Context: an optimization exercise on an open-source flow, tuned for small area, a short achievable clock period and few clock cycles. The choices shown serve that exercise and are no tape-out recipe. RTL that was checked went through simulation tests only; none was proved equivalent to the original.

// dsp_27x27s_arbiter
module dsp_27x27s_arbiter (
  input  logic         clk,
  input  logic         aclr_n,
  input  logic [3:0]   req_valid,
  output logic [3:0]   req_ready,
  input  logic [107:0] req_ax,
  input  logic [107:0] req_ay,
  output logic         res_valid,
  input  logic         res_ready,
  output logic [1:0]   res_id,
  output logic [53:0]  res_data
);
Size: about 2,300 cells after synthesis, roughly 250 flip-flops, ~280 I/O pins.
Settings: LEC_CHECK=0, CAP_MARGIN=20, CORE_MARGIN=2, CORE_UTILIZATION=65, CTS_BUF_LIST=sky130_fd_sc_hd__clkbuf_4 sky130_fd_sc_hd__clkbuf_8, PLACE_DENSITY=0.75, SETUP_SLACK_MARGIN=3.6, SLEW_MARGIN=20, SYNTH_HIERARCHICAL=1; clock period 7.3 ns.
standard.sh (not shown) runs the stock make flow with config.mk's settings and CLKGATE_MAP_FILE= SYNTH_SCRIPT=/design/flow/synth_recipe.tcl, a recipe that flattens the netlist after the stock synthesis.
==> flow/flow/run.sh <==
#!/bin/bash
# Standard layout, with buf_1 cells as the port buffers.
set -euo pipefail
export BUFFER_PORTS_ARGS="-buffer_cell sky130_fd_sc_hd__buf_1"
bash standard.sh finish > standard_flow.log 2>&1
Testbench counts at the start, summed over its fixed seeds: cycles 5,494.
==> next run, changes <==
--- a/flow/design.v
+++ b/flow/design.v
@@ -11,23 +11,23 @@
   output logic [53:0]  res_data
 );
   logic [1:0]  ptr_q;      
   logic [3:0]  nxt_q;      
   logic        s1_v, s2_v;
   logic [1:0]  s1_id, s2_id;
   logic [26:0] s0_x;
   logic [13:0] s0_one, s0_two, s0_neg;
   logic [13:0] b_one, b_two, b_neg;
   logic [53:0] s1_a, s1_b, s2_p;
   logic [53:0] ra, rb, r3, s1_r3;
-  logic        rc, s1_c;
+  logic        rc;
   logic        en;
   logic [3:0]  msk_q;      
   logic [3:0]  msk_a, msk_b, msk_d;
   logic [3:0]  pa [4];
   logic [3:0]  pb [4];
   logic [3:0]  gnt;
   logic        any;
   logic [1:0]  nxt_id;
   logic [3:0]  win_a, win_b, nxt_d;
   logic [26:0] sel_x, sel_y;
   assign en = ~s2_v | res_ready;
@@ -1943,24 +1943,24 @@
   logic m1459;
   logic m1460;
   dsp_fa u_1461 (.a(m1298), .b(m1300), .c(m1457), .s(m1459), .co(m1460));
   logic m1462;
   logic m1463;
   dsp_fa u_1464 (.a(m1301), .b(m1303), .c(m1460), .s(m1462), .co(m1463));
   logic m1465;
   logic m1466;
   dsp_fa u_1467 (.a(m1304), .b(m1306), .c(m1463), .s(m1465), .co(m1466));
   assign ra = {m1448, m1447, m1444, m1441, m1438, m1435, m1432, m1429, m1424, m1421, m1418, m1415, m1414, m1409, m1406, m1403, m1400, m1397, m1394, m1391, m1241, m1238, m1237, m1234, m1231, m1373, m1370, m1222, m1364, m1361, m1358, m1355, m1352, m1349, m1346, m1343, m1340, m1337, m1334, m1331, m1328, m1325, m1322, m1319, m1316, m1313, m1310, m1307, m1465, m1462, m1459, m1456, m1453, m1450};
   assign rb = {m393, m1445, m1442, m1439, m1436, m1433, m1430, m1427, m1426, m1423, m1420, m1417, m1412, m1411, m1408, m1405, m1402, m1399, m1396, m1393, m1390, m1387, m1382, m1379, m1376, m1228, m1225, m1369, m1366, m1363, m1360, m1357, m1354, m1351, m1348, m1345, m1342, m1339, m1336, m1333, m1330, m1327, m1324, m1321, m1318, m1315, m1312, m1309, 1'b0, 1'b0, 1'b0, 1'b0, 1'b0, 1'b0};
-  assign rc = m1466;
-  assign r3 = {1'b0, 1'b0, 1'b0, 1'b0, 1'b0, 1'b0, 1'b0, 1'b0, 1'b0, 1'b0, 1'b0, 1'b0, 1'b0, 1'b0, 1'b0, 1'b0, 1'b0, 1'b0, 1'b0, 1'b0, m1388, m1385, m1384, m1381, m1378, m1375, m1372, m1367, 1'b0, 1'b0, 1'b0, 1'b0, 1'b0, 1'b0, 1'b0, 1'b0, 1'b0, 1'b0, 1'b0, 1'b0, 1'b0, 1'b0, 1'b0, 1'b0, 1'b0, 1'b0, 1'b0, 1'b0, 1'b0, 1'b0, 1'b0, 1'b0, 1'b0, 1'b0};
+  assign rc = 1'b0;
+  assign r3 = {1'b0, 1'b0, 1'b0, 1'b0, 1'b0, 1'b0, 1'b0, 1'b0, 1'b0, 1'b0, 1'b0, 1'b0, 1'b0, 1'b0, 1'b0, 1'b0, 1'b0, 1'b0, 1'b0, 1'b0, m1388, m1385, m1384, m1381, m1378, m1375, m1372, m1367, 1'b0, 1'b0, 1'b0, 1'b0, 1'b0, 1'b0, 1'b0, 1'b0, 1'b0, 1'b0, 1'b0, 1'b0, 1'b0, 1'b0, 1'b0, 1'b0, 1'b0, 1'b0, 1'b0, m1466, 1'b0, 1'b0, 1'b0, 1'b0, 1'b0, 1'b0};
   always_ff @(posedge clk or negedge aclr_n) begin
     if (!aclr_n) begin
       ptr_q <= 2'd0;
       nxt_q <= 4'd0;
       msk_q <= 4'd0;
       s1_v  <= 1'b0;
       s2_v  <= 1'b0;
     end else begin
       nxt_q <= nxt_d;
       msk_q <= msk_d;
       if (any) ptr_q <= nxt_id + 2'd1;
@@ -1971,25 +1971,24 @@
     end
   end
   always_ff @(posedge clk) begin
     s0_x   <= sel_x;
     s0_one <= b_one;
     s0_two <= b_two;
     s0_neg <= b_neg;
     if (en) begin
       s1_a  <= ra;
       s1_b  <= rb;
       s1_r3 <= r3;
-      s1_c  <= rc;
       s1_id <= nxt_id;
-      s2_p[53:6] <= s1_a[53:6] + s1_b[53:6] + s1_r3[53:6] + 54'(s1_c);
+      s2_p[53:6] <= s1_a[53:6] + s1_b[53:6] + s1_r3[53:6];
       s2_p[5:0] <= s1_a[5:0];
       s2_id <= s1_id;
     end
   end
   assign res_valid = s2_v;
   assign res_id    = s2_id;
   assign res_data  = s2_p;
 endmodule
 module dsp_x2 (input logic a, b, output logic y);
   assign y = a ^ b;
 endmodule
Effect: Global-route usage goes up by 1.8 points; cell area goes up by about 2.8%; clock-buffer cell count goes down by 9; final cell count goes up by about 1.7%; non-clock buffer count goes up by 15.
The RTL of the second run of this note was laid out without a check of its function.

========
dsp_27x27s_arbiter, a different RTL version from the one above (not shown whole).
Size: about 2400 cells after synthesis, about 280 I/O pins.
Settings: LEC_CHECK=0, CAP_MARGIN=20, CORE_MARGIN=2, CORE_UTILIZATION=65, CTS_BUF_LIST=sky130_fd_sc_hd__clkbuf_8 sky130_fd_sc_hd__clkbuf_16, CTS_CLUSTER_DIAMETER=80, CTS_CLUSTER_SIZE=16, PLACE_DENSITY=0.75, SETUP_SLACK_MARGIN=3.6, SLEW_MARGIN=20, SYNTH_HIERARCHICAL=1; clock period 7.3 ns.
Scripts as last shown in full above: flow/flow/run.sh
Rerun with:
--- a/flow/design.v
+++ b/flow/design.v
@@ -63,29 +63,33 @@
       win_b[i] = req_valid[i] & ~|(req_valid & pb[i]);
     end
     msk_a = '0;
     msk_b = '0;
     for (int i = 0; i < 4; i++) begin
       msk_a = msk_a | (pa[i] & {4{win_a[i]}});
       msk_b = msk_b | (pb[i] & {4{win_b[i]}});
     end
   end
   assign nxt_d = any ? win_a : win_b;
   assign msk_d = any ? msk_a : msk_b;
-  always_comb begin
-    sel_x = '0;
-    sel_y = '0;
-    for (int i = 0; i < 4; i++) begin
-      sel_x = sel_x | (req_ax[27*i +: 27] & {27{nxt_d[i]}});
-      sel_y = sel_y | (req_ay[27*i +: 27] & {27{nxt_d[i]}});
-    end
+  for (genvar b = 0; b < 27; b++) begin : g_sel
+    dsp_sel4 u_sx (
+      .s(nxt_d),
+      .d({req_ax[81+b], req_ax[54+b], req_ax[27+b], req_ax[b]}),
+      .y(sel_x[b])
+    );
+    dsp_sel4 u_sy (
+      .s(nxt_d),
+      .d({req_ay[81+b], req_ay[54+b], req_ay[27+b], req_ay[b]}),
+      .y(sel_y[b])
+    );
   end
   always_comb begin
     logic y2, y1, y0;
     for (int j = 0; j < 14; j++) begin
       y2 = (2*j+1 < 27) ? sel_y[2*j+1] : sel_y[26];
       y1 = sel_y[2*j];
       y0 = (j > 0) ? sel_y[2*j-1] : 1'b0;
       b_one[j] = y1 ^ y0;
       b_two[j] = (y2 & ~y1 & ~y0) | (~y2 & y1 & y0);
       b_neg[j] = y2;
     end
@@ -2022,22 +2026,25 @@
       s1_r3 <= r3;
       s1_c  <= rc;
       s1_id <= nxt_id;
       s2_p <= s2_x + s2_y;
       s2_id <= s1_id;
     end
   end
   assign res_valid = s2_v;
   assign res_id    = s2_id;
   assign res_data  = s2_p;
 endmodule
+module dsp_sel4 (input logic [3:0] s, input logic [3:0] d, output logic y);
+  assign y = |(s & d);
+endmodule
 module dsp_x2 (input logic a, b, output logic y);
   assign y = a ^ b;
 endmodule
 module dsp_mx (input logic s, a, b, output logic y);
   assign y = s ? b : a;
 endmodule
 module dsp_fa (input logic a, b, c, output logic s, co);
   assign s  = a ^ b ^ c;
   assign co = (a & b) | (c & (a ^ b));
 endmodule
 module dsp_ha (input logic a, b, output logic s, co);
Wire length came out lower by 2.8%.
Worst setup slack degrades by 130 ps.
Count of clock-buffer cells in the layout falls by 3.
Global-route usage goes down by 0.56 points.
Cell area is lower by 2.6%.
Via count went down by 1.8%.
Core utilization falls by 1.5 points.
Synthesized cell count decreases by 0.82%.
Worst hold slack improved by 4.1 ps.
Sequential share of layout area grows by 0.59 points.
First-iteration DRC count came out lower by 3.1%.
No functional check of the RTL was part of any run of this note.

## re-timing with driven ports
Ports are ideal in the flow. The routed layouts listed here were re-timed in OpenROAD.
Step 1 assumes that a clkbuf_16 drives the clock port and a buf_2 every other input.
Step 2 also shifts input and output timing later by t, the mid clock arrival at the registers, as if the neighbouring blocks saw the same clock.
a / b / c = no drivers / after step 1 / after step 2; a / b = the first two.
| run | t (ns) | setup slack, ns | worst setup path after step 2 | worst slew at a driven data input, ns | pins driven straight from the clock port |
|---|---|---|---|---|---|
| the first run of note 1 | 0.660 | 3.552 / 3.552 / 3.172 | input to register | 0.11 | 1 |
| the second run of note 1 | 0.669 | 3.589 / 3.528 / 3.108 | input to register | 0.12 | 1 |
| the first run of note 2 | 0.610 | 3.619 / 3.585 / 3.173 | input to register | 0.11 | 1 |
| the second run of note 2 | 0.599 | 3.493 / 3.411 / 3.161 | input to register | 0.09 | 1 |
After both steps every run listed still meets setup and hold. For the second run of note 1, which loses most, drivers alone change the setup slack by -0.061 ns; drivers and shift together by -0.481 ns.
